This design comes from an exercise in tuning for small area, a short achievable clock period and few clock cycles per item on the open sky130 flow, not from production work.
In this exercise RTL edits were held to simulation tests only and were not proved equivalent to the original.

==> flow/design.v <==
`timescale 1ns/1ps
`default_nettype none
package fc_pkg;
  typedef logic signed [8-1:0] act_t;      
  typedef act_t [2-1:0] act_beat_t;         
  typedef logic signed [8-1:0] weight_t;
  typedef weight_t [3-1:0] weight_word_t;      
  typedef logic [3-1:0][8-1:0] lane_vec_t;
  typedef struct packed {
    logic [$clog2((6 / 3))-1:0] group;           
    lane_vec_t [2-1:0]     lanes;           
  } result_t;
  typedef struct packed {
    logic                  en;
    logic [3-1:0] addr;                    
    act_beat_t             data;
  } buf_wr_t;
endpackage
`default_nettype wire
`timescale 1ns/1ps
`default_nettype none
module fc_mul_rows (
  input  logic [7:0]  a,
  input  logic [3:0]  one,
  input  logic [3:0]  two,
  input  logic [7:0]  w,
  output logic [15:0] row_a,
  output logic [15:0] row_b
);
  wire r0_0 = ((one[0] & w[0])) ^ a[1];
  wire r0_1 = ((one[0] & w[1]) | (two[0] & w[0])) ^ a[1];
  wire r0_2 = ((one[0] & w[2]) | (two[0] & w[1])) ^ a[1];
  wire r0_3 = ((one[0] & w[3]) | (two[0] & w[2])) ^ a[1];
  wire r0_4 = ((one[0] & w[4]) | (two[0] & w[3])) ^ a[1];
  wire r0_5 = ((one[0] & w[5]) | (two[0] & w[4])) ^ a[1];
  wire r0_6 = ((one[0] & w[6]) | (two[0] & w[5])) ^ a[1];
  wire r0_7 = ((one[0] & w[7]) | (two[0] & w[6])) ^ a[1];
  wire r0_8 = ((one[0] & w[7]) | (two[0] & w[7])) ^ a[1];
  wire rn0 = ~r0_8;
  wire r1_0 = ((one[1] & w[0])) ^ a[3];
  wire r1_1 = ((one[1] & w[1]) | (two[1] & w[0])) ^ a[3];
  wire r1_2 = ((one[1] & w[2]) | (two[1] & w[1])) ^ a[3];
  wire r1_3 = ((one[1] & w[3]) | (two[1] & w[2])) ^ a[3];
  wire r1_4 = ((one[1] & w[4]) | (two[1] & w[3])) ^ a[3];
  wire r1_5 = ((one[1] & w[5]) | (two[1] & w[4])) ^ a[3];
  wire r1_6 = ((one[1] & w[6]) | (two[1] & w[5])) ^ a[3];
  wire r1_7 = ((one[1] & w[7]) | (two[1] & w[6])) ^ a[3];
  wire r1_8 = ((one[1] & w[7]) | (two[1] & w[7])) ^ a[3];
  wire rn1 = ~r1_8;
  wire r2_0 = ((one[2] & w[0])) ^ a[5];
  wire r2_1 = ((one[2] & w[1]) | (two[2] & w[0])) ^ a[5];
  wire r2_2 = ((one[2] & w[2]) | (two[2] & w[1])) ^ a[5];
  wire r2_3 = ((one[2] & w[3]) | (two[2] & w[2])) ^ a[5];
  wire r2_4 = ((one[2] & w[4]) | (two[2] & w[3])) ^ a[5];
  wire r2_5 = ((one[2] & w[5]) | (two[2] & w[4])) ^ a[5];
  wire r2_6 = ((one[2] & w[6]) | (two[2] & w[5])) ^ a[5];
  wire r2_7 = ((one[2] & w[7]) | (two[2] & w[6])) ^ a[5];
  wire r2_8 = ((one[2] & w[7]) | (two[2] & w[7])) ^ a[5];
  wire rn2 = ~r2_8;
  wire r3_0 = ((one[3] & w[0])) ^ a[7];
  wire r3_1 = ((one[3] & w[1]) | (two[3] & w[0])) ^ a[7];
  wire r3_2 = ((one[3] & w[2]) | (two[3] & w[1])) ^ a[7];
  wire r3_3 = ((one[3] & w[3]) | (two[3] & w[2])) ^ a[7];
  wire r3_4 = ((one[3] & w[4]) | (two[3] & w[3])) ^ a[7];
  wire r3_5 = ((one[3] & w[5]) | (two[3] & w[4])) ^ a[7];
  wire r3_6 = ((one[3] & w[6]) | (two[3] & w[5])) ^ a[7];
  wire r3_7 = ((one[3] & w[7]) | (two[3] & w[6])) ^ a[7];
  wire r3_8 = ((one[3] & w[7]) | (two[3] & w[7])) ^ a[7];
  wire rn3 = ~r3_8;
  wire m1, m2;
  assign {m2, m1} = r0_6 + r1_4;
  wire m3, m4;
  assign {m4, m3} = r0_7 + r1_5;
  wire m5, m6;
  assign {m6, m5} = r0_8 + r1_6;
  wire m7, m8;
  assign {m8, m7} = r0_8 + r1_7;
  wire m9, m10;
  assign {m10, m9} = rn0 + rn1;
  wire m11, m12;
  assign {m12, m11} = r0_4 + r1_2;
  wire m13, m14;
  assign {m14, m13} = r0_5 + r1_3;
  wire m15, m16;
  assign {m16, m15} = m1 + r2_2 + r3_0;
  wire m17, m18;
  assign {m18, m17} = m2 + m3 + r2_3;
  wire m19, m20;
  assign {m20, m19} = m4 + m5 + r2_4;
  wire m21, m22;
  assign {m22, m21} = m6 + m7 + r2_5;
  wire m23, m24;
  assign {m24, m23} = m8 + m9 + r2_6;
  wire m25, m26;
  assign {m26, m25} = m10 + r2_7 + r3_5;
  wire m27, m28;
  assign {m28, m27} = r0_2 + r1_0;
  wire m29, m30;
  assign {m30, m29} = r0_3 + r1_1;
  wire m31, m32;
  assign {m32, m31} = m11 + r2_0 + a[5];
  wire m33, m34;
  assign {m34, m33} = m12 + m13 + r2_1;
  wire m35, m36;
  assign {m36, m35} = m14 + m15 + a[7];
  wire m37, m38;
  assign {m38, m37} = m16 + m17 + r3_1;
  wire m39, m40;
  assign {m40, m39} = m18 + m19 + r3_2;
  wire m41, m42;
  assign {m42, m41} = m20 + m21 + r3_3;
  wire m43, m44;
  assign {m44, m43} = m22 + m23 + r3_4;
  wire m45, m46;
  assign {m46, m45} = m24 + m25 + 1'b1;
  wire m47, m48;
  assign {m48, m47} = m26 + rn2 + r3_6;
  wire m49, m50;
  assign {m50, m49} = r3_7 + 1'b1;
  assign row_a = {1'b0, m50, m48, m46, m44, m42, m40, m38, m36, m34, m32, m30, m28, m27, r0_1, r0_0};
  assign row_b = {1'b0, rn3, m49, m47, m45, m43, m41, m39, m37, m35, m33, m31, m29, a[3], 1'b0, a[1]};
endmodule
module fc_booth_enc (
  input  logic [7:0] a,
  output logic [3:0] one,
  output logic [3:0] two
);
  for (genvar k = 0; k < 4; k++)
  begin : g_dig
    logic lo;
    assign lo     = (k == 0) ? 1'b0 : a[2*k-1];
    assign one[k] = a[2*k] ^ lo;
    assign two[k] = (a[2*k+1] & ~a[2*k] & ~lo) | (~a[2*k+1] & a[2*k] & lo);
  end
endmodule
module fc_acc_add (
  input  logic [18:0] acc,
  input  logic [1:0]  cin,
  input  logic [15:0] row_a,
  input  logic [15:0] row_b,
  output logic [18:0] sum,
  output logic [1:0]  cout
);
  wire s1, s2;
  assign {s2, s1} = acc[0] + row_a[0];
  wire s3, s4;
  assign {s4, s3} = acc[1] + row_a[1];
  wire s5, s6;
  assign {s6, s5} = acc[2] + row_a[2] + row_b[2];
  wire s7, s8;
  assign {s8, s7} = acc[3] + row_a[3] + row_b[3];
  wire s9, s10;
  assign {s10, s9} = acc[4] + row_a[4] + row_b[4];
  wire s11, s12;
  assign {s12, s11} = acc[5] + row_a[5] + row_b[5];
  wire s13, s14;
  assign {s14, s13} = acc[6] + row_a[6] + row_b[6];
  wire s15, s16;
  assign {s16, s15} = acc[7] + row_a[7] + row_b[7];
  wire s17, s18;
  assign {s18, s17} = acc[8] + row_a[8] + row_b[8];
  wire s19, s20;
  assign {s20, s19} = acc[9] + row_a[9] + row_b[9];
  wire s21, s22;
  assign {s22, s21} = acc[10] + row_a[10] + row_b[10];
  wire s23, s24;
  assign {s24, s23} = acc[11] + row_a[11] + row_b[11];
  wire s25, s26;
  assign {s26, s25} = acc[12] + row_a[12] + row_b[12];
  wire s27, s28;
  assign {s28, s27} = acc[13] + row_a[13] + row_b[13];
  wire s29, s30;
  assign {s30, s29} = acc[14] + row_a[14] + row_b[14];
  wire s31, s32;
  assign {s32, s31} = acc[15] + 1'b1;
  wire s33, s34;
  assign {s34, s33} = acc[16] + 1'b1;
  wire s35, s36;
  assign {s36, s35} = acc[17] + 1'b1;
  wire s37, s38;
  assign {s38, s37} = acc[18] + 1'b1;
  wire [18:0] sa = {s36, s34, s32, s30, s28, s26, s24, s22, s20, s18, s16, s14, s12, s10, s8, s6, s4, s2, s1};
  wire [18:0] sb = {s37, s35, s33, s31, s29, s27, s25, s23, s21, s19, s17, s15, s13, s11, s9, s7, s5, s3, row_b[0]};
  assign {cout[0], sum[6:0]} = 8'(sa[6:0]) + 8'(sb[6:0]);
  wire [7:0] g1 = {1'b0, sa[12:7], cin[0]} + {1'b0, sb[12:7], cin[0]};
  assign {cout[1], sum[12:7]} = g1[7:1];
  wire [7:0] g2 = {1'b0, sa[18:13], cin[1]} + {1'b0, sb[18:13], cin[1]};
  assign sum[18:13] = g2[6:1];
endmodule
module fc_acc_value (
  input  logic [18:0] acc,
  input  logic [1:0]  cq,
  output logic [18:0] v
);
  assign v = acc + ((19'(cq[0]) << 7) | (19'(cq[1]) << 13));
endmodule
`default_nettype wire
`timescale 1ns/1ps
`default_nettype none
module fc_top (
  input  logic        clk,
  input  logic        rst_n,
  input  logic        act_valid,
  input  logic [15:0] act_data,
  output logic        act_ready,
  input  logic        weight_valid,
  input  logic [23:0] weight_data,
  output logic        weight_ready,
  output logic        result_valid,
  output logic [48:0] result,
  input  logic        result_ready
);
  logic [15:0] ring [8];        
  logic [2:0]  tk;              
  logic [2:0]  a_idx;           
  logic        a_ahead;         
  logic        wr;
  logic        idle;
  logic [2:0]  m_idx;           
  logic        m_ph;            
  logic        wx;              
  logic        w_last;
  logic [23:0] w_r;
  logic        s1_first, s1_last, s1_ph;
  logic        s1_first_n;      
  logic        s1_v, s1_z;      
  logic        s2_last, s2_ph;
  logic        pend;            
  logic        pend_g;
  logic        res_load;
  assign idle = !a_ahead && (a_idx == 3'd0) && !m_ph && (m_idx == 3'd0);
  assign wr = act_valid && a_rdy;
  assign wx     = weight_valid && !w_rdy_n;
  assign w_last = (m_idx == 3'd7);
  assign res_load = pend && (!result_valid || result_ready);
  always_ff @(posedge clk)
  begin
    ring[0] <= wr ? act_data : ring[7];
    for (int k = 1; k < 8; k++)
      ring[k] <= ring[k-1];
    w_r <= wx ? weight_data : 24'd0;
  end
  logic [2:0] tk_n, a_idx_n, m_idx_n;
  logic       a_ahead_n, m_ph_n, pend_n, rv_n;
  always_comb
  begin
    tk_n      = (idle && !wr) ? 3'd0 : tk1;
    a_idx_n   = wr ? a1 : a_idx;
    a_ahead_n = a_ahead ^ ((wr && (a_idx == 3'd7)) != (wx && m_ph && w_last));
    m_idx_n   = wx ? m1 : m_idx;
    m_ph_n    = m_ph ^ (wx && w_last);
    pend_n    = s2_last || (pend && !res_load);
    rv_n      = res_load || (result_valid && !result_ready);
  end
  logic [3:0] act_rdy_c, w_rdy_c;
  logic [2:0] tk1, a1, m1;
  always_ff @(posedge clk or negedge rst_n)
  begin
    if (!rst_n)
    begin
      tk1 <= 3'd1;
      a1  <= 3'd1;
      m1  <= 3'd1;
    end
    else
    begin
      tk1 <= (idle && !wr) ? 3'd1 : tk1 + 1'b1;
      if (wr)
        a1 <= a1 + 1'b1;
      if (wx)
        m1 <= m1 + 1'b1;
    end
  end
  for (genvar c = 0; c < 4; c++)
  begin : g_rdy
    localparam bit WR = c[1];
    localparam bit WX = c[0];
    logic [2:0] tk_x, a_idx_x, m_idx_x;
    logic       a_ahead_x, m_ph_x;
    logic [2:0] tkm1_x;    
    always_comb
    begin
      tk_x      = (idle && !WR) ? 3'd0 : tk1;
      tkm1_x    = (idle && !WR) ? 3'd7 : tk;
      a_idx_x   = WR ? a1 : a_idx;
      a_ahead_x = a_ahead ^ ((WR && (a_idx == 3'd7)) != (WX && m_ph && w_last));
      m_idx_x   = WX ? m1 : m_idx;
      m_ph_x    = m_ph ^ (WX && w_last);
    end
    assign act_rdy_c[c] = (tk_x == a_idx_x)
                          && (!a_ahead_x || (m_ph_x && (m_idx_x > a_idx_x)));
    assign w_rdy_c[c]   = (tkm1_x == m_idx_x)
                          && (m_ph_x || a_ahead_x || (a_idx_x > m_idx_x));
  end
  logic act_ready_n;    
  logic a_rdy;          
  logic w_rdy_n;        
  logic w_blk;
  assign w_blk = (wx ? w_last : (m_idx == 3'd0))
                 && (s2_last || pend || (result_valid && !result_ready));
  always_ff @(posedge clk or negedge rst_n)
  begin
    if (!rst_n)
    begin
      act_ready_n  <= 1'b0;
      weight_ready <= 1'b0;
      a_rdy        <= 1'b1;
      w_rdy_n      <= 1'b1;
    end
    else
    begin
      act_ready_n  <= !act_rdy_c[{wr, wx}];
      weight_ready <= w_rdy_c[{wr, wx}] && !w_blk;
      a_rdy        <= act_rdy_c[{wr, wx}];
      w_rdy_n      <= !(w_rdy_c[{wr, wx}] && !w_blk);
    end
  end
  assign act_ready = !act_ready_n;
  always_ff @(posedge clk or negedge rst_n)
  begin
    if (!rst_n)
    begin
      tk           <= '0;
      a_idx        <= '0;
      a_ahead      <= 1'b0;
      m_idx        <= '0;
      m_ph         <= 1'b0;
      s1_first     <= 1'b0;
      s1_last      <= 1'b0;
      s2_last      <= 1'b0;
      pend         <= 1'b0;
      result_valid <= 1'b0;
    end
    else
    begin
      tk           <= tk_n;
      a_idx        <= a_idx_n;
      a_ahead      <= a_ahead_n;
      m_idx        <= m_idx_n;
      m_ph         <= m_ph_n;
      s1_first     <= wx && (m_idx == 3'd0);
      s1_last      <= wx && w_last;
      s2_last      <= s1_last;
      pend         <= pend_n;
      result_valid <= rv_n;
    end
  end
  always_ff @(posedge clk)
  begin
    s1_ph      <= m_ph;
    s1_first_n <= !(wx && (m_idx == 3'd0));
    s1_v       <= wx;
    s1_z       <= (m_idx == 3'd0);
    s2_ph <= s1_ph;
    if (s2_last)
      pend_g <= s2_ph;
  end
  localparam int NCUT = 2;    
  logic [41:0] res_q;
  logic        res_g;
  for (genvar b = 0; b < 2; b++)
  begin : g_img
    logic [3:0] one_n, two_n, one_r, two_r;
    fc_booth_enc u_enc (
      .a   (ring[0][8*b +: 8]),
      .one (one_n),
      .two (two_n)
    );
    always_ff @(posedge clk)
    begin
      one_r <= one_n;
      two_r <= two_n;
    end
    for (genvar j = 0; j < 3; j++)
    begin : g_lane
      logic [15:0] row_a, row_b;
      logic [15:0] p_a, p_b;        
      logic [18:0] acc;
      logic [18:0] sum;
      logic        clr_l;           
      fc_mul_rows u_mul (
        .a     (ring[1][8*b +: 8]),
        .one   (one_r),
        .two   (two_r),
        .w     (w_r[8*j +: 8]),
        .row_a (row_a),
        .row_b (row_b)
      );
      localparam int L = 3 * b + j;
      logic clr_q;
      if (L == 0)
      begin : g_c0
        always_ff @(posedge clk) clr_q <= s1_first;
        assign clr_l = clr_q;
      end
      else if (L == 1)
      begin : g_c1
        always_ff @(posedge clk) clr_q <= !s1_first;
        assign clr_l = !clr_q;
      end
      else if (L == 2)
      begin : g_c2
        always_ff @(posedge clk) clr_q <= s1_first_n;
        assign clr_l = !clr_q;
      end
      else if (L == 3)
      begin : g_c3
        always_ff @(posedge clk) clr_q <= !s1_first_n;
        assign clr_l = clr_q;
      end
      else if (L == 4)
      begin : g_c4
        always_ff @(posedge clk) clr_q <= s1_v && s1_z;
        assign clr_l = clr_q;
      end
      else
      begin : g_c5
        always_ff @(posedge clk) clr_q <= !(s1_v && s1_z);
        assign clr_l = !clr_q;
      end
      logic [NCUT-1:0] cq, cout;
      logic [18:0]     accv;
      fc_acc_add u_add (
        .acc   (clr_l ? 19'd0 : acc),
        .cin   (clr_l ? NCUT'(0) : cq),
        .row_a (p_a),
        .row_b (p_b),
        .sum   (sum),
        .cout  (cout)
      );
      fc_acc_value u_val (
        .acc (acc),
        .cq  (cq),
        .v   (accv)
      );
      always_ff @(posedge clk)
      begin
        p_a <= row_a;
        p_b <= row_b;
        acc <= sum;
        cq  <= cout;
        if (res_load)
          res_q[7*(3*b+j) +: 7] <= accv[18] ? 7'd0
                                 : (|accv[17:11]) ? 7'd127
                                 : accv[10:4];
      end
    end
  end
  always_ff @(posedge clk)
  begin
    if (res_load)
      res_g <= pend_g;
  end
  assign result = {res_g,
                   1'b0, res_q[35 +: 7], 1'b0, res_q[28 +: 7], 1'b0, res_q[21 +: 7],
                   1'b0, res_q[14 +: 7], 1'b0, res_q[ 7 +: 7], 1'b0, res_q[ 0 +: 7]};
endmodule
`default_nettype wire
==> flow/flow/run.sh <==
#!/bin/bash
# The standard layout (the standard.sh, unchanged synthesis and steps), with
# one change: the port buffers that placement inserts are plain buf_2 cells
# rather than the delay-cell buffers the resizer picks by default, which later
# repair (restricted to the same cell footprint) cannot resize.
set -euo pipefail
bash standard.sh "BUFFER_PORTS_ARGS=-buffer_cell sky130_fd_sc_hd__buf_2" finish > standard.log 2>&1
==> flow/standard.sh <==
#!/bin/bash
# synth_recipe.tcl (not shown) runs the flow's synth.tcl, then flattens the netlist and writes it again
# the make line also repeats each setting of config.mk as NAME=value (left out here)
make -C /OpenROAD-flow-scripts/flow DESIGN_CONFIG=/design/flow/config.mk WORK_HOME=/design/flow/orfs CLKGATE_MAP_FILE= SYNTH_SCRIPT=/design/flow/synth_recipe.tcl "${@:-finish}"
==> flow/config.mk <==
export PLATFORM = sky130hd
export DESIGN_NAME = fc_top
export DESIGN_NICKNAME = fc_top
export VERILOG_FILES = /design/flow/design.v
export SDC_FILE = /design/flow/constraint.sdc
export NUM_CORES = 4
export LEC_CHECK = 0
export ABC_CLOCK_PERIOD_IN_PS = 2600
export CAP_MARGIN = 20
export CORE_MARGIN = 2
export CORE_UTILIZATION = 40
export CTS_BUF_LIST = sky130_fd_sc_hd__clkbuf_16
export CTS_CLUSTER_DIAMETER = 100
export CTS_CLUSTER_SIZE = 30
export PLACE_DENSITY = 0.6
export SETUP_SLACK_MARGIN = 3.65
export SLEW_MARGIN = 20
==> flow/constraint.sdc <==
create_clock -name core_clock -period 6.0 [get_ports {clk}]
set_input_delay 1.2000 -clock core_clock [delete_from_list [all_inputs] [get_ports {clk}]]
set_output_delay 1.2000 -clock core_clock [all_outputs]
set_load 0.01 [all_outputs]
==> results of run 1 <==
-- cell type report --
cell class	count	area (um2)
Timing Repair Buffer	197	1380
Tap cell	931	1160
Fill cell	6332	37400
Sequential cell	538	11500
Clock inverter	19	154
Multi-Input combinational cell	1582	15300
Clock buffer	24	601
Inverter	294	1110
-- worst register-to-register path, delay by kind of cell, from the launching register on --
kind                     cells  cell delay [ns]
buffers and inverters        1             0.07
AND/OR/NAND/NOR              3             0.34
XOR/XNOR                     1             0.16
AO/OA/AOI/OAI                3             0.41
adder cells (fa/ha/maj)      2             0.93
flip-flops                   1             0.39
-- cell usage in the layout (no fill, tap or decap), types with 44 or more instances in the layout --
cell,instances
dfxtp_1,416
inv_1,294
xnor2_1,267
ha_1,197
fa_1,152
a22oi_1,148
nand2_1,101
buf_2,93
buf_4,83
xor2_1,79
and2_1,66
a21oi_1,54
o21a_1,45
edfxtp_1,44
-- worst max-delay path by stage --
| stage | cells past startpoint | to | from |
|---|---|---|---|
| final | 1 | result[48] | res_g$_DFFE_PP_ |
| after detailed placement | 8 | g_img[0].g_lane[0].p_b[10]$_DFF_P_ | ring[1][0]$_DFF_P_ |
| after floorplan | 9 | g_img[0].g_lane[1].p_b[6]$_DFF_P_ | w_r[12]$_SDFF_PN0_ |
| after global routing | 10 | g_img[0].g_lane[2].acc[12]$_DFF_P_ | g_img[0].g_lane[2].clr_q$_DFF_P_ |
| after global placement | 8 | g_img[0].g_lane[0].p_b[10]$_DFF_P_ | ring[1][0]$_DFF_P_ |
| after CTS | 1 | result[48] | res_g$_DFFE_PP_ |
-- registers in the layout, summed over array words and instances (netlist names), 3 cells and up --
| name | flops |
|---|---|
| a1 | 3 |
| a_idx | 3 |
| g_img.g_lane.acc | 114 |
| g_img.g_lane.clr_q | 6 |
| g_img.g_lane.cq | 12 |
| g_img.g_lane.p_a | 90 |
| g_img.g_lane.p_b | 72 |
| g_img.one_r | 6 |
| g_img.two_r | 8 |
| m1 | 3 |
| m_idx | 3 |
| res_q | 42 |
| ring | 128 |
| tk | 3 |
| tk1 | 3 |
| w_r | 24 |
-- what timing repair did --
item / 4_1_cts / 5_1_grt
gates cloned: 0 / 2
setup buffers: 41 / 49
endpoints found under the hold margin: 0 / 0
endpoints found under the setup margin: 199 / 138
pin swaps: 16 / 91
gates resized for setup: 97 / 169
-- metal layers --
layer	wire [um]	vias up	GRT usage, %
met3	2780	66	2.14
met4	1110	2	3.75
li1	-	8525	-
met5	8	-	0
met2	28800	346	28.0
met1	28700	8883	23.5
-- stage by stage --
step                hold slack, ns  util (%)  area (um2)
global placement             0.311      42.1       28900
CTS                          0.333      44.0       30200
global route                 0.338      45.5       31200
detailed placement           0.312      42.1       28900
floorplan                    0.310         -       27900
finish                       0.328      45.5       31200
-- Yosys cell counts, types with 47 or more instances --
library cell,number
xnor2_1,270
fa_1,174
ha_1,214
clkbuf_1,108
inv_1,291
a21oi_1,88
xor2_1,79
nand2_1,101
nor2b_1,47
and2_1,72
a22oi_1,168
dfxtp_1,465
o21ai_0,60
-- kinds of logic after synthesis --
group | after synthesis | synth area share (%)
adder cells (fa/ha/maj) | 388 | 22.2
multiplexers | 29 | 1.17
AO/OA/AOI/OAI | 466 | 11.6
AND/OR/NAND/NOR | 342 | 6.80
buffers and inverters | 429 | 6.01
flip-flops | 538 | 41.0
XOR/XNOR | 351 | 11.2
other | 1 | 0.0135
==> flow_metrics.env, run 1 <==
export IMPL_drv_cap=0
export IMPL_final_setup_tns_ns=0
export IMPL_drive_gt1_share_pct=17.8
export IMPL_worstHoldPathType="flop to flop"
export IMPL_cts_root_buffer="clkbuf_16"
export IMPL_dpl_worst_slack_ns=2.99
export IMPL_ys_flop_type="dfxtp_1"
export IMPL_cp_slowest_stage_delay_ns=0.44
export IMPL_die_area_um2=71400
export IMPL_numClockSinks=538
export IMPL_yosysTopAreaCell="dfxtp_1"
export IMPL_yosysTopAreaCellShare_pct=33.6
export IMPL_synthDistinctLibCells=75
export IMPL_async_flop_share_pct=5.39
export IMPL_clock_path_buffers=3
export IMPL_synth_area_leaders="dfxtp_1 (34%), fa_1 (13%), ha_1 (9.7%), xnor2_1 (8.5%), edfxtp_1 (4.8%)"
export IMPL_drv_slew=0
export IMPL_reg2reg_depth=10
export IMPL_final_period_minus_worst_setup_slack_ns=2.41
export IMPL_drcViolationCount=0
export IMPL_grt_pass1_vias=18589
export IMPL_worstPathArrival_ns=1.21
export IMPL_syn_cell_area_um2=27700
export IMPL_ys_seq_elements=538
export IMPL_cp_top_family="flip-flops"
export IMPL_fmax_mhz=415
export IMPL_diodes=0
export IMPL_dp_hpwl_mm=42.5
export IMPL_routed_wl_mm=61.4
export IMPL_die_w_um=267
export IMPL_startpoint_type="flop"
export IMPL_hp_start="ring[6][9]$_DFF_P_"
export IMPL_worst_path_buf_inv=1
export IMPL_rsz0062_at_grt="yes"
export IMPL_relSlewSlack_pct=48.6
export IMPL_whs_path_depth=0
export IMPL_yosys_warnings=3
export IMPL_synth_edff_count=44
export IMPL_cts_hold_fix_buffers=0
export IMPL_grt_pass1_wl_mm=96.8
export IMPL_stdcell_count=3585
export IMPL_drt_pass1_iter_count=5
export IMPL_grt_max_degree=44
export IMPL_clk_pin_slew_worst_paths_ns=0.12
export IMPL_status="timing/DRC/antenna clean"
export IMPL_period_share_pct=40.2
export IMPL_avgSynthCellArea_um2=10.9
export IMPL_gp_congestion=0.855
export IMPL_fin_nets=3070
export IMPL_clk_latency_ns=0.61
export IMPL_crit_path_end_kind="output port"
export IMPL_grt_use_total_pct=16.9
export IMPL_dp_cells=3450
export IMPL_viasPerCell=4.97
export IMPL_min_to="ring[7][9]$_DFF_P_"
export IMPL_skew_ns=0.0269
export IMPL_setup_viol_count_final=0
export IMPL_postLayoutSetupSlackWorst_ns=3.59
export IMPL_path_max_fanout=1
export IMPL_io_pins=97
export IMPL_wl_per_cell_um=17.1
export IMPL_floorplan_initialDensity_pct=40.4
export IMPL_placementRows=96
export IMPL_vias=17822
export IMPL_synthToLayoutAreaGrowth_pct=12.7
export IMPL_cts_htree_levels=1
export IMPL_cp_data_required_time_ns=4.80
export IMPL_die_h_um=267
export IMPL_antenna_found_initial=6
export IMPL_r2r_end="g_img[0].g_lane[2].acc[12]$_DFF_P_"
export IMPL_core_area_um2=68600
export IMPL_cpMaxStageDelayCell="edfxtp_1"
export IMPL_r2r_start="g_img[0].g_lane[2].clr_q$_DFF_P_"
export IMPL_crit_chain="buf_2"
export IMPL_finalHoldViolCount=0
export IMPL_final_antenna_net_count=0
export IMPL_cts_tree="built"
export IMPL_critical_path_class="flop to output port"
export IMPL_cts_buffers=24
export IMPL_syn_inst=2544
export IMPL_drtIter0Drc=935
export IMPL_worst_slew_pin_slew_ns=0.771
export IMPL_port_buffers=90
export IMPL_regToRegSetupSlack_ns=3.63
export IMPL_grt_ovfl_total=0
export IMPL_yosysSeqAreaShare_pct=41.0
Testbench counts, summed over its fixed seeds: cycles 5,160, vectors 320.
==> run 2, diff against run 1 <==
--- a/flow/config.mk
+++ b/flow/config.mk
@@ -12,6 +12,6 @@
 export CTS_BUF_LIST = sky130_fd_sc_hd__clkbuf_16
 export CTS_CLUSTER_DIAMETER = 100
-export CTS_CLUSTER_SIZE = 30
+export CTS_CLUSTER_SIZE = 26
 export PLACE_DENSITY = 0.6
-export SETUP_SLACK_MARGIN = 3.65
+export SETUP_SLACK_MARGIN = 3.55
 export SLEW_MARGIN = 20
==> run 2 against run 1 <==
  * Worst setup slack better by 0.0023 ns
  * Sequential share of layout area up 0.80 points
  * Final cell count down 0.95%
  * Design area shrank 2.3%
  * Clock skew down 0.0019 ns
  * Non-clock buffer count shrank 53
  * Synthesized cell count unchanged
==> flow_metrics.env, run 2 <==
export IMPL_placed_area_um2=28900
export IMPL_setup_viol_count_final=0
export IMPL_ys_seq_elements=538
export IMPL_cp_top_family="flip-flops"
export IMPL_wl_per_cell_um=16.7
export IMPL_drive_gt1_share_pct=12.7
export IMPL_final_antenna_net_count=0
export IMPL_yosysSeqAreaShare_pct=41.0
export IMPL_largest_register_ffs=128
export IMPL_reg_top3="ring x128, g_img.g_lane.acc x114, g_img.g_lane.p_a x90"
export IMPL_final_setup_tns_ns=0
export IMPL_die_area_um2=71400
export IMPL_relSlewSlack_pct=49.2
export IMPL_cts_hold_fix_buffers=0
export IMPL_worst_path_buf_inv=1
export IMPL_r2r_end="g_img[0].g_lane[0].p_b[10]$_DFF_P_"
export IMPL_numClockSinks=538
export IMPL_clk_pin_slew_worst_paths_ns=0.10
export IMPL_synth_area_leaders="dfxtp_1 (34%), fa_1 (13%), ha_1 (9.7%), xnor2_1 (8.5%), edfxtp_1 (4.8%)"
export IMPL_final_common_cell="dfxtp_1"
export IMPL_cts_buffers=29
export IMPL_cp_data_required_time_ns=4.80
export IMPL_top_usage_layer="met2"
export IMPL_syn_inst=2544
export IMPL_core_area_um2=68600
export IMPL_post_synth_top_count_cell="dfxtp_1"
export IMPL_cts_root_buffer="clkbuf_16"
export IMPL_drv_cap=0
export IMPL_nFillCells=6400
export IMPL_gp_congestion=0.851
export IMPL_grt_met3_usage_pct=2.42
export IMPL_dpl_worst_slack_ns=2.90
export IMPL_async_flop_share_pct=5.39
export IMPL_cts_htree_levels=1
export IMPL_grt_ovfl_total=0
export IMPL_avgSynthCellArea_um2=10.9
export IMPL_synth_commonest_cells="dfxtp_1 (465), inv_1 (291), xnor2_1 (270), ha_1 (214), fa_1 (174)"
export IMPL_die_w_um=267
export IMPL_cpMaxStageDelayCell="edfxtp_1"
export IMPL_synthToLayoutAreaGrowth_pct=10.1
export IMPL_drcViolationCount=0
export IMPL_multi_input_area_um2=14800
export IMPL_startpoint_type="flop"
export IMPL_postLayoutSetupSlackWorst_ns=3.59
export IMPL_fmax_mhz=415
export IMPL_port_buffers=90
export IMPL_clk_latency_ns=0.62
export IMPL_grt_pass1_vias=17820
export IMPL_cp_slowest_stage_delay_ns=0.43
export IMPL_placementRows=96
export IMPL_skew_ns=0.0250
export IMPL_dp_hpwl_mm=42.3
export IMPL_period_share_pct=40.1
export IMPL_routed_wl_mm=59.3
export IMPL_setup_worst_path_end="result[48]"
export IMPL_viasPerCell=4.91
export IMPL_antenna_found_initial=9
export IMPL_vias=17421
export IMPL_crit_chain="buf_2"
export IMPL_fin_util_pct=44.5
export IMPL_yosysTopAreaCell="dfxtp_1"
export IMPL_reg2reg_depth=9
export IMPL_drtIter0Drc=999
export IMPL_crit_path_end_kind="output port"
export IMPL_grt_use_met1_pct=23.1
export IMPL_floorplan_initialDensity_pct=40.4
export IMPL_finalHoldViolCount=0
export IMPL_worstHoldPathType="flop to flop"
export IMPL_worst_slew_pin_slew_ns=0.760
export IMPL_yosysTopAreaCellShare_pct=33.6
export IMPL_fin_nets=3022
export IMPL_cp_startpoint="res_g$_DFFE_PP_"
export IMPL_grt_pass1_wl_mm=94.7
export IMPL_layout_common_cells="dfxtp_1 (423), inv_1 (298), xnor2_1 (270)"
export IMPL_critical_path_class="flop to output port"
export IMPL_synthDistinctLibCells=75
export IMPL_final_seq_area_um2=11500
export IMPL_top_register="ring"
export IMPL_die_h_um=267
export IMPL_io_pins=97
export IMPL_yosys_warnings=3
export IMPL_regToRegSetupSlack_ns=3.59
export IMPL_grt_max_degree=44
export IMPL_status="timing/DRC/antenna clean"
export IMPL_grt_use_total_pct=16.5
export IMPL_drt_pass1_iter_count=5
export IMPL_r2r_start="ring[1][1]$_DFF_P_"
export IMPL_ys_flop_type="dfxtp_1"
export IMPL_cts_tree="built"
export IMPL_syn_cell_area_um2=27700
export IMPL_synth_edff_count=44
export IMPL_worstPathArrival_ns=1.21
export IMPL_path_max_fanout=1
export IMPL_final_period_minus_worst_setup_slack_ns=2.41
export IMPL_drv_slew=0
export IMPL_rsz0062_at_grt="yes"
export IMPL_final_area_um2=30500
export IMPL_clock_path_buffers=3
export IMPL_path_depth=1
export IMPL_grtUsageMet2_pct=27.0
[run 2: per-stage QoR]
stage	instances	hold slack (ns)
2_1_floorplan	2549	0.310
3_3_place_gp	3449	0.310
3_5_place_dp	3449	0.312
4_1_cts	3510	0.321
5_1_grt	3543	0.331
6_report	3551	0.319
[run 2: worst min path at each step]
stage,start,to,slack (ns),depth (start not counted)
2_1_floorplan,ring[1][10]$_DFF_P_,ring[2][10]$_DFF_P_,0.31,0
3_3_place_gp,ring[6][2]$_DFF_P_,ring[7][2]$_DFF_P_,0.31,0
3_5_place_dp,ring[1][10]$_DFF_P_,ring[2][10]$_DFF_P_,0.31,0
4_1_cts,ring[6][4]$_DFF_P_,ring[7][4]$_DFF_P_,0.32,0
5_1_grt,ring[6][4]$_DFF_P_,ring[7][4]$_DFF_P_,0.33,0
6_report,ring[6][5]$_DFF_P_,ring[7][5]$_DFF_P_,0.32,0
[run 2: metal layers]
metal	up-vias	share of wire (%)
li1	8448	-
met1	8559	46
met2	340	46
met3	68	5.1
met4	6	2.2
met5	-	0.047
[run 2: cell type report]
type / count / share of cell area (%)
Sequential cell: 538 / 37.7
Clock inverter: 25 / 0.849
Tap cell: 931 / 3.82
Timing Repair Buffer: 144 / 2.90
Clock buffer: 29 / 2.38
Multi-Input combinational cell: 1582 / 48.7
Antenna cell: 8 / 0.0656
Inverter: 294 / 3.65
[run 2: what timing repair did]
action | in CTS | in global routing
hold endpoints to repair | 0 | 0
pin swaps | 1 | 13
endpoints found under the setup margin | 149 | 71
setup buffers | 7 | 33
gates resized for setup | 59 | 70
[run 2: cells by family (layout without fill, tap and decap cells)]
logic type | count (synthesis) | in the layout | synth area share (%)
AOI/OAI and AO/OA | 466 | 466 | 11.6
xor gates and xnor gates | 351 | 351 | 11.2
adders and majority gates | 388 | 388 | 22.2
buffers and inverters | 429 | 492 | 6.01
DFF | 538 | 538 | 41.0
muxes | 29 | 29 | 1.17
other | 1 | 14 | 0.0135
and+or+nand+nor | 342 | 342 | 6.80
==> run 3, diff against run 2 <==
--- a/flow/config.mk
+++ b/flow/config.mk
@@ -10,7 +10,6 @@
 export CORE_MARGIN = 2
 export CORE_UTILIZATION = 40
-export CTS_BUF_LIST = sky130_fd_sc_hd__clkbuf_16
-export CTS_CLUSTER_DIAMETER = 100
-export CTS_CLUSTER_SIZE = 26
+export CTS_BUF_LIST = sky130_fd_sc_hd__clkbuf_4 sky130_fd_sc_hd__clkbuf_8
+export CTS_CLUSTER_SIZE = 25
 export PLACE_DENSITY = 0.6
 export SETUP_SLACK_MARGIN = 3.55
==> run 3 against run 2 <==
  * Still clean
  * Maximum frequency shrank 1.8%
  * Clock skew increased by 0.0040 ns
  * Worst setup slack lost 0.043 ns
  * Synthesized cell count unchanged
  * Global-route usage rose by 0.58 points
  * Critical endpoint unchanged
==> flow_metrics.env, run 3 <==
export IMPL_status="timing/DRC/antenna clean"
export IMPL_period_share_pct=40.8
export IMPL_worst_path_buf_inv=1
export IMPL_drive_gt1_share_pct=17.0
export IMPL_cp_startpoint="res_g$_DFFE_PP_"
export IMPL_vias=17900
export IMPL_grt_use_total_pct=17.1
export IMPL_fmax_mhz=408
export IMPL_cts_hold_fix_buffers=0
export IMPL_startpoint_type="flop"
export IMPL_viasPerCell=4.89
export IMPL_final_setup_tns_ns=0
export IMPL_async_flop_share_pct=5.39
export IMPL_antenna_found_initial=10
export IMPL_port_buffers=90
export IMPL_crit_chain="buf_2"
export IMPL_syn_inst=2544
export IMPL_grt_pass1_vias=18598
export IMPL_largest_register_ffs=128
export IMPL_postLayoutSetupSlackWorst_ns=3.55
export IMPL_final_area_um2=31700
export IMPL_yosys_warnings=3
export IMPL_synthToLayoutAreaGrowth_pct=14.6
export IMPL_final_period_minus_worst_setup_slack_ns=2.45
export IMPL_worst_slew_pin_slew_ns=0.783
export IMPL_r2r_end="g_img[0].g_lane[0].acc[12]$_DFF_P_"
export IMPL_final_common_cell="dfxtp_1"
export IMPL_critical_path_class="flop to output port"
export IMPL_grt_pass1_wl_mm=96.8
export IMPL_grt_ovfl_total=0
export IMPL_r2r_start="g_img[0].g_lane[0].clr_q$_DFF_P_"
export IMPL_synthDistinctLibCells=75
export IMPL_skew_ns=0.0290
export IMPL_avgSynthCellArea_um2=10.9
export IMPL_gp_congestion=0.851
export IMPL_crit_path_end_kind="output port"
export IMPL_yosysTopAreaCellShare_pct=33.6
export IMPL_stdcell_count=3663
export IMPL_grt_max_degree=44
export IMPL_core_area_um2=68600
export IMPL_top_register="ring"
export IMPL_clock_path_buffers=3
export IMPL_cts_tree="built"
export IMPL_die_area_um2=71400
export IMPL_placementRows=96
export IMPL_relSlewSlack_pct=47.7
export IMPL_post_synth_top_count_cell="dfxtp_1"
export IMPL_cpMaxStageDelayCell="edfxtp_1"
export IMPL_routed_wl_mm=60.8
export IMPL_drv_cap=0
export IMPL_reg2reg_depth=9
export IMPL_yosysTopAreaCell="dfxtp_1"
export IMPL_worstPathArrival_ns=1.25
export IMPL_placed_area_um2=28900
export IMPL_drv_slew=0
export IMPL_drt_pass1_iter_count=5
export IMPL_die_w_um=267
export IMPL_worstHoldPathType="flop to flop"
export IMPL_die_h_um=267
export IMPL_regToRegSetupSlack_ns=3.59
export IMPL_ys_flop_type="dfxtp_1"
export IMPL_yosysSeqAreaShare_pct=41.0
export IMPL_clk_latency_ns=0.70
export IMPL_drcViolationCount=0
export IMPL_ys_seq_elements=538
export IMPL_path_depth=1
export IMPL_cts_htree_levels=3
export IMPL_cp_top_family="flip-flops"
export IMPL_setup_worst_path_end="result[48]"
export IMPL_synth_edff_count=44
export IMPL_synth_commonest_cells="dfxtp_1 (465), inv_1 (291), xnor2_1 (270), ha_1 (214), fa_1 (174)"
export IMPL_rsz0062_at_grt="yes"
export IMPL_layout_common_cells="dfxtp_1 (423), inv_1 (288), xnor2_1 (267)"
export IMPL_finalHoldViolCount=0
export IMPL_numClockSinks=538
export IMPL_cts_root_buffer="clkbuf_8"
export IMPL_fin_nets=3088
export IMPL_dp_cells=3449
export IMPL_clk_pin_slew_worst_paths_ns=0.07
export IMPL_final_antenna_net_count=0
export IMPL_syn_cell_area_um2=27700
export IMPL_drtIter0Drc=898
export IMPL_io_pins=97
export IMPL_wl_per_cell_um=16.6
export IMPL_dpl_worst_slack_ns=2.90
export IMPL_cts_buffers=93
export IMPL_floorplan_initialDensity_pct=40.4
export IMPL_cp_slowest_stage_delay_ns=0.41
export IMPL_cp_data_required_time_ns=4.80
export IMPL_dp_hpwl_mm=42.3
export IMPL_setup_viol_count_final=0
export IMPL_synth_area_leaders="dfxtp_1 (34%), fa_1 (13%), ha_1 (9.7%), xnor2_1 (8.5%), edfxtp_1 (4.8%)"
export IMPL_reg_top3="ring x128, g_img.g_lane.acc x114, g_img.g_lane.p_a x90"
export IMPL_timing_hold_ws_ns=0.316
export IMPL_path_max_fanout=1
run 3: cell counts after synthesis:
Identical to the previous run, type by type.
run 3: routing by layer:
layer	vias to the layer above	GRT usage [%]	wire (um)
met5	-	0	28
met4	6	5.62	1730
met3	128	3.71	3290
met2	398	27.5	28000
met1	8753	22.9	27700
li1	8615	-	-
run 3: metrics by stage:
stage	util, %
after CTS	45.5
after global placement	42.1
after floorplan	-
after detailed placement	42.1
after global routing	46.3
final	46.3
run 3: how the worst min path moves through the flow:
| stage | from | end | slack, ns | depth (start not counted) |
|---|---|---|---|---|
| 3_5_place_dp | ring[1][10]$_DFF_P_ | ring[2][10]$_DFF_P_ | 0.31 | 0 |
| 6_report | ring[2][14]$_DFF_P_ | ring[3][14]$_DFF_P_ | 0.32 | 0 |
| 3_3_place_gp | ring[6][2]$_DFF_P_ | ring[7][2]$_DFF_P_ | 0.31 | 0 |
| 4_1_cts | ring[4][15]$_DFF_P_ | ring[5][15]$_DFF_P_ | 0.32 | 0 |
| 2_1_floorplan | ring[1][10]$_DFF_P_ | ring[2][10]$_DFF_P_ | 0.31 | 0 |
| 5_1_grt | ring[6][2]$_DFF_P_ | ring[7][2]$_DFF_P_ | 0.33 | 0 |
run 3: logic make-up (layout without fill, tap and decap cells):
family	Yosys count	after routing	share of synthesized area, %
xor gates and xnor gates	351	351	11.2
other	1	10	0.0135
and+or+nand+nor	342	342	6.80
adders and majority gates	388	388	22.2
buffers and inverters	429	608	6.01
DFF	538	538	41.0
AOI/OAI and AO/OA	466	466	11.6
muxes	29	29	1.17
run 3: timing repair:
item / CTS / global route
endpoints found under the setup margin: 171 / 93
resized for setup: 58 / 79
setup buffers: 8 / 34
pin swaps: 4 / 15
run 3: layout make-up:
type,instances,area [um2]
well taps,931,1160
repair buffers,146,913
fillers,6282,36800
clock buffers,131,1690
diodes,4,10.0
flip-flops and latches,538,11500
clock inverters,37,492
multi-input cells,1582,14900
inverters,294,1110
==> run 4, diff against run 3 <==
--- a/flow/config.mk
+++ b/flow/config.mk
@@ -10,6 +10,7 @@
 export CORE_MARGIN = 2
 export CORE_UTILIZATION = 40
-export CTS_BUF_LIST = sky130_fd_sc_hd__clkbuf_4 sky130_fd_sc_hd__clkbuf_8
-export CTS_CLUSTER_SIZE = 25
+export CTS_BUF_LIST = sky130_fd_sc_hd__clkbuf_8 sky130_fd_sc_hd__clkbuf_16
+export CTS_CLUSTER_DIAMETER = 80
+export CTS_CLUSTER_SIZE = 24
 export PLACE_DENSITY = 0.6
 export SETUP_SLACK_MARGIN = 3.55
==> run 4 against run 3 <==
  * Die area is the same
  * Clock skew shrank 0.0011 ns
  * Largest cell class unchanged
  * Still clean
  * Sequential cell count is the same
  * Wire length shrank 2.3%
  * Hold slack lost 0.0064 ns
  * Final cell count shrank 2.9%
  * Critical endpoint is now g_img[0].g_lane[0].p_b[10]$_DFF_P_
==> flow_metrics.env, run 4 <==
export IMPL_worst_slew_pin_slew_ns=0.784
export IMPL_yosysSeqAreaShare_pct=41.0
export IMPL_clk_latency_ns=0.59
export IMPL_skew_ns=0.0279
export IMPL_r2r_end="g_img[0].g_lane[0].p_b[10]$_DFF_P_"
export IMPL_avgSynthCellArea_um2=10.9
export IMPL_dp_hpwl_mm=42.3
export IMPL_cp_data_required_time_ns=6.47
export IMPL_fmax_mhz=419
export IMPL_clock_path_buffers=3
export IMPL_grt_max_degree=44
export IMPL_cts_tree="built"
export IMPL_synth_area_leaders="dfxtp_1 (34%), fa_1 (13%), ha_1 (9.7%), xnor2_1 (8.5%), edfxtp_1 (4.8%)"
export IMPL_drtIter0Drc=889
export IMPL_setup_viol_count_final=0
export IMPL_grt_ovfl_total=0
export IMPL_critical_path_class="flop to flop"
export IMPL_cts_root_buffer="clkbuf_16"
export IMPL_crit_chain="o21ai_0, xnor2_2, buf_4, ha_1, inv_1, fa_1, inv_1, fa_1"
export IMPL_fin_nets=3028
export IMPL_top_register="ring"
export IMPL_synthDistinctLibCells=75
export IMPL_clk_pin_slew_worst_paths_ns=0.10
export IMPL_path_max_fanout=15
export IMPL_status="timing/DRC/antenna clean"
export IMPL_cpMaxStageDelayCell="fa_1"
export IMPL_ys_flop_type="dfxtp_1"
export IMPL_worstPathArrival_ns=2.86
export IMPL_layout_common_cells="dfxtp_1 (424), inv_1 (294), xnor2_1 (268)"
export IMPL_core_area_um2=68600
export IMPL_port_buffers=90
export IMPL_worst_path_buf_inv=3
export IMPL_grtUsageMet2_pct=27.3
export IMPL_finalHoldViolCount=0
export IMPL_die_h_um=267
export IMPL_final_antenna_net_count=0
export IMPL_drv_slew=0
export IMPL_cts_htree_levels=2
export IMPL_worstHoldPathType="flop to flop"
export IMPL_whs_path_depth=0
export IMPL_routed_wl_mm=59.4
export IMPL_yosys_warnings=3
export IMPL_floorplan_initialDensity_pct=40.4
export IMPL_vias=17518
export IMPL_yosysTopAreaCell="dfxtp_1"
export IMPL_cts_hold_fix_buffers=0
export IMPL_postLayoutSetupSlackWorst_ns=3.61
export IMPL_viasPerCell=4.92
export IMPL_cp_slowest_stage_delay_ns=0.53
export IMPL_die_area_um2=71400
export IMPL_io_pins=97
export IMPL_syn_inst=2544
export IMPL_gp_congestion=0.851
export IMPL_cp_top_family="adder cells"
export IMPL_wl_per_cell_um=16.7
export IMPL_yosysTopAreaCellShare_pct=33.6
export IMPL_relSlewSlack_pct=47.7
export IMPL_rsz0062_at_grt="yes"
export IMPL_synth_edff_count=44
export IMPL_largest_register_ffs=128
export IMPL_cts_buffers=36
export IMPL_grt_pass1_vias=17999
export IMPL_regToRegSetupSlack_ns=3.61
export IMPL_drt_pass1_iter_count=5
export IMPL_drv_cap=0
export IMPL_numClockSinks=538
export IMPL_drcViolationCount=0
export IMPL_syn_cell_area_um2=27700
export IMPL_final_period_minus_worst_setup_slack_ns=2.39
export IMPL_die_w_um=267
export IMPL_crit_path_end_kind="flop"
export IMPL_r2r_start="ring[1][0]$_DFF_P_"
export IMPL_final_setup_tns_ns=0
export IMPL_antenna_found_initial=9
export IMPL_grt_use_met1_pct=23.0
export IMPL_startpoint_type="flop"
export IMPL_drive_gt1_share_pct=13.2
export IMPL_synthToLayoutAreaGrowth_pct=11.0
export IMPL_post_synth_top_count_cell="dfxtp_1"
export IMPL_grt_met3_usage_pct=2.51
export IMPL_hp_start="ring[4][12]$_DFF_P_"
export IMPL_synth_commonest_cells="dfxtp_1 (465), inv_1 (291), xnor2_1 (270), ha_1 (214), fa_1 (174)"
export IMPL_final_common_cell="dfxtp_1"
export IMPL_dpl_worst_slack_ns=2.90
export IMPL_reg2reg_depth=8
export IMPL_period_share_pct=39.8
export IMPL_min_to="ring[5][12]$_DFF_P_"
export IMPL_placementRows=96
export IMPL_grt_pass1_wl_mm=95.2
export IMPL_ys_seq_elements=538
export IMPL_top_usage_layer="met2"
export IMPL_async_flop_share_pct=5.39
export IMPL_reg_top3="ring x128, g_img.g_lane.acc x114, g_img.g_lane.p_a x90"
export IMPL_grt_use_total_pct=16.7
## run 4: cell count changes in the layout (fill, tap and decap cells not counted), moves of 3 or more
| cell | previous run | this run |
|---|---|---|
| clkbuf_8 | 114 | 1 |
| clkbuf_16 | 0 | 38 |
| clkbuf_4 | 19 | 0 |
| clkinv_2 | 18 | 1 |
| bufinv_16 | 11 | 0 |
| inv_1 | 288 | 294 |
| clkinv_8 | 0 | 3 |
| inv_6 | 1 | 4 |
| o21ai_0 | 56 | 59 |
| o21ai_1 | 5 | 2 |
## run 4: per-layer routing
metal / up-vias / share of wire [%]
li1: 8464 / -
met1: 8654 / 46
met2: 322 / 47
met3: 72 / 4.7
met4: 6 / 2.3
met5: - / 0.047
## run 4: timing repair
item	in CTS	in global routing
setup buffers	7	32
pin swaps	1	16
endpoints found under the setup margin	150	70
gates resized for setup	57	71
## run 4: cells by family (layout without fill, tap and decap cells)
kind of cell / after synthesis / count (layout) / share of synthesized area [%]
AO/OA/AOI/OAI: 466 / 466 / 11.6
XOR/XNOR: 351 / 351 / 11.2
adder cells (fa/ha/maj): 388 / 388 / 22.2
buffers and inverters: 429 / 501 / 6.01
flip-flops: 538 / 538 / 41.0
multiplexers: 29 / 29 / 1.17
other: 1 / 11 / 0.0135
AND/OR/NAND/NOR: 342 / 342 / 6.80
## run 4: worst max path at each step
stage / slack [ns] / depth (start not counted) / start / end
6_report: 3.61 / 8 / ring[1][0]$_DFF_P_ / g_img[0].g_lane[0].p_b[10]$_DFF_P_
5_1_grt: 3.49 / 10 / g_img[0].g_lane[1].clr_q$_DFF_P_ / g_img[0].g_lane[1].acc[6]$_DFF_P_
4_1_cts: 3.55 / 8 / g_img[0].g_lane[0].clr_q$_DFF_P_ / g_img[0].g_lane[0].acc[12]$_DFF_P_
3_5_place_dp: 2.90 / 8 / ring[1][0]$_DFF_P_ / g_img[0].g_lane[0].p_b[10]$_DFF_P_
3_3_place_gp: 2.98 / 8 / ring[1][0]$_DFF_P_ / g_img[0].g_lane[0].p_b[10]$_DFF_P_
2_1_floorplan: 3.56 / 9 / w_r[20]$_SDFF_PN0_ / g_img[0].g_lane[2].p_b[6]$_DFF_P_
## run 4: through the flow
step           utilization [%]  area [um2]  hold WS (ns)  instances
5_1_grt                   44.8       30700         0.316       3552
6_report                  44.8       30700         0.310       3557
4_1_cts                   44.1       30300         0.312       3520
3_3_place_gp              42.1       28900         0.310       3449
2_1_floorplan                -       27700         0.310       2549
3_5_place_dp              42.1       28900         0.312       3449
## run 4: area by class of cell
| class | instances | area (um2) |
|---|---|---|
| Multi-Input combinational cell | 1582 | 14800 |
| Inverter | 294 | 1110 |
| Sequential cell | 538 | 11500 |
| Timing Repair Buffer | 143 | 891 |
| Fill cell | 6377 | 37800 |
| Clock inverter | 25 | 272 |
| Antenna cell | 5 | 12.5 |
| Tap cell | 931 | 1160 |
| Clock buffer | 39 | 965 |
==> run 5, diff against run 4 <==
--- a/flow/design.v
+++ b/flow/design.v
@@ -236,8 +236,8 @@
   always_ff @(posedge clk)
   begin
-    ring[0] <= wr ? act_data : ring[7];
+    ring[0] <= (act_valid && a_rdy_d) ? act_data : ring[7];
     for (int k = 1; k < 8; k++)
       ring[k] <= ring[k-1];
-    w_r <= wx ? weight_data : 24'd0;
+    w_r <= (weight_valid && w_rdy_d) ? weight_data : 24'd0;
   end
   logic [2:0] tk_n, a_idx_n, m_idx_n;
@@ -296,4 +296,6 @@
   logic a_rdy;          
   logic w_rdy_n;        
+  logic a_rdy_d;        
+  logic w_rdy_d;        
   logic w_blk;
   assign w_blk = (wx ? w_last : (m_idx == 3'd0))
@@ -316,4 +318,9 @@
     end
   end
+  always_ff @(posedge clk)
+  begin
+    a_rdy_d <= act_rdy_c[{wr, wx}];
+    w_rdy_d <= w_rdy_c[{wr, wx}] && !w_blk;
+  end
   assign act_ready = !act_ready_n;
   always_ff @(posedge clk or negedge rst_n)
==> run 5 against run 4 <==
  * Largest cell class unchanged
  * Sequential share of layout area grew 0.33 points
  * Critical path type unchanged
  * Die area shrank 0.36%
  * Via count grew 0.87%
==> flow_metrics.env, run 5 <==
export IMPL_status="timing/DRC/antenna clean"
export IMPL_crit_path_end_kind="flop"
export IMPL_die_w_um=267
export IMPL_final_area_um2=30600
export IMPL_stdcell_count=3521
export IMPL_fin_nets=3047
export IMPL_placementRows=96
export IMPL_largest_register_ffs=128
export IMPL_fin_util_pct=44.7
export IMPL_dp_hpwl_mm=41.9
export IMPL_period_share_pct=39.9
export IMPL_layout_common_cells="dfxtp_1 (427), inv_1 (302), xnor2_1 (267)"
export IMPL_die_area_um2=71100
export IMPL_finalHoldViolCount=0
export IMPL_relSlewSlack_pct=36.1
export IMPL_drive_gt1_share_pct=12.8
export IMPL_synthDistinctLibCells=65
export IMPL_drt_pass1_iter_count=5
export IMPL_worstPathArrival_ns=2.84
export IMPL_yosysTopAreaCell="dfxtp_1"
export IMPL_antenna_found_initial=0
export IMPL_async_flop_share_pct=5.37
export IMPL_path_max_fanout=7
export IMPL_top_usage_layer="met2"
export IMPL_final_setup_tns_ns=0
export IMPL_skew_ns=0.0353
export IMPL_critical_path_class="flop to flop"
export IMPL_cts_tree="built"
export IMPL_setup_viol_count_final=0
export IMPL_grt_met3_usage_pct=2.43
export IMPL_cp_data_required_time_ns=6.44
export IMPL_final_period_minus_worst_setup_slack_ns=2.40
export IMPL_synth_area_leaders="dfxtp_1 (34%), fa_1 (13%), ha_1 (9.7%), xnor2_1 (8.5%), edfxtp_1 (4.8%)"
export IMPL_grt_use_total_pct=16.7
export IMPL_dp_cells=3410
export IMPL_final_common_cell="dfxtp_1"
export IMPL_die_h_um=267
export IMPL_numClockSinks=540
export IMPL_startpoint_type="flop"
export IMPL_reg_top3="ring x128, g_img.g_lane.acc x114, g_img.g_lane.p_a x90"
export IMPL_clk_pin_slew_worst_paths_ns=0.10
export IMPL_post_synth_top_count_cell="dfxtp_1"
export IMPL_synth_edff_count=44
export IMPL_avgSynthCellArea_um2=10.8
export IMPL_grt_max_degree=44
export IMPL_drcViolationCount=0
export IMPL_final_antenna_net_count=0
export IMPL_syn_cell_area_um2=27600
export IMPL_port_buffers=90
export IMPL_placed_area_um2=28700
export IMPL_syn_inst=2556
export IMPL_synthToLayoutAreaGrowth_pct=10.9
export IMPL_clk_latency_ns=0.59
export IMPL_core_area_um2=68500
export IMPL_clock_path_buffers=3
export IMPL_fmax_mhz=417
export IMPL_grt_pass1_vias=17975
export IMPL_rsz0062_at_grt="yes"
export IMPL_floorplan_initialDensity_pct=40.3
export IMPL_wl_per_cell_um=17.1
export IMPL_cts_htree_levels=2
export IMPL_vias=17670
export IMPL_top_register="ring"
export IMPL_drv_cap=0
export IMPL_ys_seq_elements=540
export IMPL_yosysSeqAreaShare_pct=41.3
export IMPL_drv_slew=0
export IMPL_grt_ovfl_total=0
export IMPL_cts_root_buffer="clkbuf_16"
export IMPL_io_pins=97
export IMPL_worst_slew_pin_slew_ns=0.956
export IMPL_synth_commonest_cells="dfxtp_1 (467), inv_1 (301), xnor2_1 (267), ha_1 (214), fa_1 (174)"
export IMPL_cts_buffers=34
export IMPL_viasPerCell=5.02
export IMPL_yosys_warnings=3
export IMPL_grt_use_met1_pct=22.6
export IMPL_gp_congestion=0.829
export IMPL_worstHoldPathType="flop to flop"
export IMPL_yosysTopAreaCellShare_pct=33.9
export IMPL_ys_flop_type="dfxtp_1"
export IMPL_grtUsageMet2_pct=28.1
export IMPL_routed_wl_mm=60.1
export IMPL_diodes=0
export IMPL_grt_pass1_wl_mm=94.5
export IMPL_drtIter0Drc=916
[run 5: final cells by class]
| class | count | area, um2 |
|---|---|---|
| timing repair buffer | 156 | 1030 |
| inverter | 305 | 1160 |
| multi-input combinational | 1577 | 14600 |
| clock inverter | 26 | 279 |
| sequential | 540 | 11500 |
| tap | 882 | 1100 |
| clock buffer | 35 | 876 |
| fill | 6291 | 37900 |
[run 5: cells by family after synthesis]
family          synth area share (%)
compound gates                  11.5
fa+ha+maj                       22.3
other cells                   0.0136
flops                           41.3
simple gates                    6.43
xor+xnor                        11.1
buf+inv                         6.22
mux                             1.06
[run 5: worst max-delay path: stages (launching register included)]
cell and delay [ns]:
dfxtp_4 0.38, buf_12 0.14, o21ai_0 0.19, xnor2_1 0.12, buf_4 0.15, ha_1 0.27, inv_1 0.05, fa_1 0.47
inv_1 0.05, fa_1 0.44
[run 5: timing repair]
action	in CTS	in global routing
hold buffers	0	0
cloned	0	0
pin swaps	3	23
setup buffers	17	33
gates resized for setup	69	68
endpoints found under the setup margin	154	53
[run 5: per-stage QoR]
| stage | hold WS, ns | worst slack (ns) |
|---|---|---|
| after detailed placement | 0.312 | 2.89 |
| after global placement | 0.312 | 3.01 |
| final | 0.314 | 3.60 |
| after global routing | 0.322 | 3.48 |
| after CTS | 0.317 | 3.56 |
| after floorplan | 0.310 | 3.55 |
[run 5: path summary, 6_finish.rpt]
check | cells past startpoint | endpoint | slack [ns] | from
max reg2reg | 9 | g_img[1].g_lane[1].p_b[8]$_DFF_P_ | 3.60 | g_img[1].two_r[0]$_DFF_P_
min reg2reg | 0 | ring[7][1]$_DFF_P_ | 0.31 | ring[6][1]$_DFF_P_
min | 0 | ring[7][1]$_DFF_P_ | 0.31 | ring[6][1]$_DFF_P_
min in group asynchronous | 1 | weight_ready$_DFF_PN0_ | 0.64 | rst_n
max in group asynchronous | 1 | m1[2]$_DFFE_PN0P_ | 4.95 | rst_n
max | 9 | g_img[1].g_lane[1].p_b[8]$_DFF_P_ | 3.60 | g_img[1].two_r[0]$_DFF_P_
[run 5: per-layer routing]
metal  vias up  wire length [um]
met1      8760             28100
met5         -                 0
li1       8522                 -
met3        74              2580
met4         0              1100
met2       314             28400
Testbench counts of run 5, summed over its fixed seeds: cycles 5,160, vectors 320.
==> run 6, diff against run 5 <==
--- a/flow/config.mk
+++ b/flow/config.mk
@@ -9,9 +9,9 @@
 export CAP_MARGIN = 20
 export CORE_MARGIN = 2
-export CORE_UTILIZATION = 40
+export CORE_UTILIZATION = 55
 export CTS_BUF_LIST = sky130_fd_sc_hd__clkbuf_8 sky130_fd_sc_hd__clkbuf_16
 export CTS_CLUSTER_DIAMETER = 80
 export CTS_CLUSTER_SIZE = 24
-export PLACE_DENSITY = 0.6
+export PLACE_DENSITY = 0.7
 export SETUP_SLACK_MARGIN = 3.55
 export SLEW_MARGIN = 20
==> run 6 against run 5 <==
  * Global-route usage is 5.3 points higher
  * Clock skew fell by 0.0088 ns
  * Count of clock-buffer cells in the layout is the same
  * Die area down 27%
  * Sequential share of layout area is 0.50 points higher
  * Via count increased by 0.25%
  * Critical path type unchanged
  * Synthesized cell count stayed put
  * First-iteration DRC count rose by 40%
  * Design area shrank 1.3%
  * Final cell count fell by 6.2%
  * Highest routed layer is now met5
==> flow_metrics.env, run 6 <==
export IMPL_grt_pass1_wl_mm=93.6
export IMPL_synthDistinctLibCells=65
export IMPL_die_w_um=228
export IMPL_cp_data_required_time_ns=6.55
export IMPL_final_antenna_net_count=0
export IMPL_cp_common_cell="a21oi_1"
export IMPL_synthToLayoutAreaGrowth_pct=9.42
export IMPL_finalHoldViolCount=0
export IMPL_top_register="ring"
export IMPL_worst_slew_pin_slew_ns=0.897
export IMPL_final_common_cell="dfxtp_1"
export IMPL_drtIter0Drc=1279
export IMPL_die_area_um2=52000
export IMPL_ys_flop_type="dfxtp_1"
export IMPL_period_share_pct=41.0
export IMPL_relSlewSlack_pct=40.1
export IMPL_cts_tree="built"
export IMPL_worst_path_buf_inv=3
export IMPL_critical_path_class="flop to flop"
export IMPL_nFillCells=4062
export IMPL_final_area_um2=30200
export IMPL_io_pins=97
export IMPL_floorplan_initialDensity_pct=55.3
export IMPL_post_synth_top_count_cell="dfxtp_1"
export IMPL_setup_viol_count_final=0
export IMPL_crit_path_end_kind="flop"
export IMPL_cp_top_family="adder cells"
export IMPL_yosys_warnings=3
export IMPL_drive_gt1_share_pct=12.6
export IMPL_dp_hpwl_mm=40.4
export IMPL_status="timing/DRC/antenna clean"
export IMPL_gp_congestion=0.804
export IMPL_placed_area_um2=28400
export IMPL_skew_ns=0.0265
export IMPL_final_setup_tns_ns=0
export IMPL_wl_per_cell_um=17.5
export IMPL_yosysSeqAreaShare_pct=41.3
export IMPL_dpl_worst_slack_ns=2.91
export IMPL_drt_pass1_iter_count=5
export IMPL_regToRegSetupSlack_ns=3.54
export IMPL_drv_slew=0
export IMPL_routed_wl_mm=57.9
export IMPL_async_flop_share_pct=5.37
export IMPL_fin_util_pct=60.6
export IMPL_fmax_mhz=406
export IMPL_clk_latency_ns=0.62
export IMPL_clock_path_buffers=3
export IMPL_rsz0062_at_grt="yes"
export IMPL_antenna_found_initial=4
export IMPL_crit_chain="clkinvlp_4, buf_4, fa_1, inv_1, ha_1, a21oi_1, o21bai_1, a21o_1, a21oi_1, xnor2_1"
export IMPL_layout_common_cells="dfxtp_1 (425), inv_1 (304), xnor2_1 (266)"
export IMPL_syn_cell_area_um2=27600
export IMPL_drv_cap=0
export IMPL_grt_ovfl_total=0
export IMPL_numClockSinks=540
export IMPL_grt_use_total_pct=22.0
export IMPL_grt_max_degree=37
export IMPL_placementRows=82
export IMPL_worstPathArrival_ns=3.02
export IMPL_synth_area_leaders="dfxtp_1 (34%), fa_1 (13%), ha_1 (9.7%), xnor2_1 (8.5%), edfxtp_1 (4.8%)"
export IMPL_syn_inst=2556
export IMPL_startpoint_type="flop"
export IMPL_cp_slowest_stage_delay_ns=0.53
export IMPL_cpMaxStageDelayCell="fa_1"
export IMPL_path_max_fanout=3
export IMPL_die_h_um=228
export IMPL_ys_seq_elements=540
export IMPL_reg_top3="ring x128, g_img.g_lane.acc x114, g_img.g_lane.p_a x90"
export IMPL_drcViolationCount=0
export IMPL_clk_pin_slew_worst_paths_ns=0.10
export IMPL_final_period_minus_worst_setup_slack_ns=2.46
export IMPL_synth_commonest_cells="dfxtp_1 (467), inv_1 (301), xnor2_1 (267), ha_1 (214), fa_1 (174)"
export IMPL_viasPerCell=5.36
export IMPL_postLayoutSetupSlackWorst_ns=3.54
export IMPL_fin_nets=3041
export IMPL_synth_edff_count=44
export IMPL_cts_htree_levels=1
export IMPL_avgSynthCellArea_um2=10.8
export IMPL_grt_pass1_vias=18336
export IMPL_cts_buffers=31
export IMPL_yosysTopAreaCell="dfxtp_1"
export IMPL_vias=17714
export IMPL_yosysTopAreaCellShare_pct=33.9
export IMPL_cts_root_buffer="clkbuf_16"
export IMPL_timing_hold_ws_ns=0.329
export IMPL_core_area_um2=49900
export IMPL_worstHoldPathType="flop to flop"
export IMPL_largest_register_ffs=128
export IMPL_port_buffers=90
## run 6: metal layers
metal | vias up | track usage, % | part of all wire [%]
met5 | - | 0 | 0.022
met4 | 2 | 5.15 | 2.1
met3 | 80 | 3.40 | 5.8
met2 | 440 | 36.1 | 46
met1 | 8690 | 30.8 | 46
li1 | 8502 | - | -
## run 6: per-stage QoR
step	instances
after floorplan	2561
after global placement	3198
after detailed placement	3198
after global routing	3302
final	3303
after CTS	3262
## run 6: worst reg2reg max path: stages, from the launching register on
cell and delay [ns]:
dfxtp_2 0.36, clkinvlp_4 0.18, buf_4 0.19, fa_1 0.53
inv_1 0.04, ha_1 0.33, a21oi_1 0.16, o21bai_1 0.11
a21o_1 0.19, a21oi_1 0.18, xnor2_1 0.14
## run 6: worst paths after layout
path                       cells past startpoint               start                           endpoint
hold / removal                                 0  ring[6][0]$_DFF_P_                 ring[7][0]$_DFF_P_
setup / recovery                              10  ring[2][3]$_DFF_P_  g_img[0].g_lane[2].acc[6]$_DFF_P_
hold reg to reg                                0  ring[6][0]$_DFF_P_                 ring[7][0]$_DFF_P_
setup reg to reg                              10  ring[2][3]$_DFF_P_  g_img[0].g_lane[2].acc[6]$_DFF_P_
max in group asynchronous                      1               rst_n                     m_ph$_DFF_PN0_
min in group asynchronous                      1               rst_n               a_idx[2]$_DFFE_PN0P_
## run 6: area by class of cell
class | count | area (um2) | share of cell area [%]
multi-input cells | 1577 | 14700 | 48.5
clock inverters | 20 | 180 | 0.597
flip-flops and latches | 540 | 11500 | 38.2
diodes | 1 | 2.50 | 0.00829
well taps | 672 | 841 | 2.78
clock buffers | 35 | 842 | 2.79
inverters | 305 | 1170 | 3.88
repair buffers | 153 | 971 | 3.22
## run 6: cell families (layout without fill, tap and decap cells)
logic type      count (synthesis)  after routing  synth area share, %
buf+inv                       444            513                 6.22
other cells                     1              7               0.0136
xor+xnor                      350            350                 11.1
fa+ha+maj                     388            388                 22.3
flops                         540            540                 41.3
compound gates                474            474                 11.5
simple gates                  333            333                 6.43
mux                            26             26                 1.06
## run 6: what timing repair did
action	4_1_cts	5_1_grt
resized for setup	61	82
endpoints found under the setup margin	144	69
hold buffers	0	0
pin swaps	4	26
buffers inserted	9	40

## port drivers added, routing unchanged
In the flow no input, the clock included, has a driving cell. The finished layouts below were timed again as built, in two steps. Step 1 sets driving cells, clkbuf_16 on the clock port and buf_2 on the other inputs (assumed; they add their load-dependent delay and slew). Step 2 also shifts input and output timing later by t, the mid clock arrival at the registers, as if the neighbouring blocks saw the same clock. Three values: ideal ports, drivers, drivers and shift; two values: the first two.
run	t (ns)	slack for setup (ns)	latest minus earliest clock arrival (ns)	cell pins on the clock port's net
run 1	0.655	3.590 / 3.532 / 3.117	0.029 / 0.029	1
run 2	0.667	3.592 / 3.533 / 3.071	0.028 / 0.028	1
run 3	0.738	3.549 / 3.492 / 3.023	0.031 / 0.031	1
run 4	0.633	3.613 / 3.578 / 3.063	0.029 / 0.028	1
run 5	0.634	3.605 / 3.555 / 3.089	0.042 / 0.042	1
run 6	0.661	3.537 / 3.537 / 3.109	0.031 / 0.031	1
After both steps setup and hold are still met in every run listed. The setup slack of run 4, which loses most, moves by -0.035 ns with the drivers and by -0.550 ns with both steps.
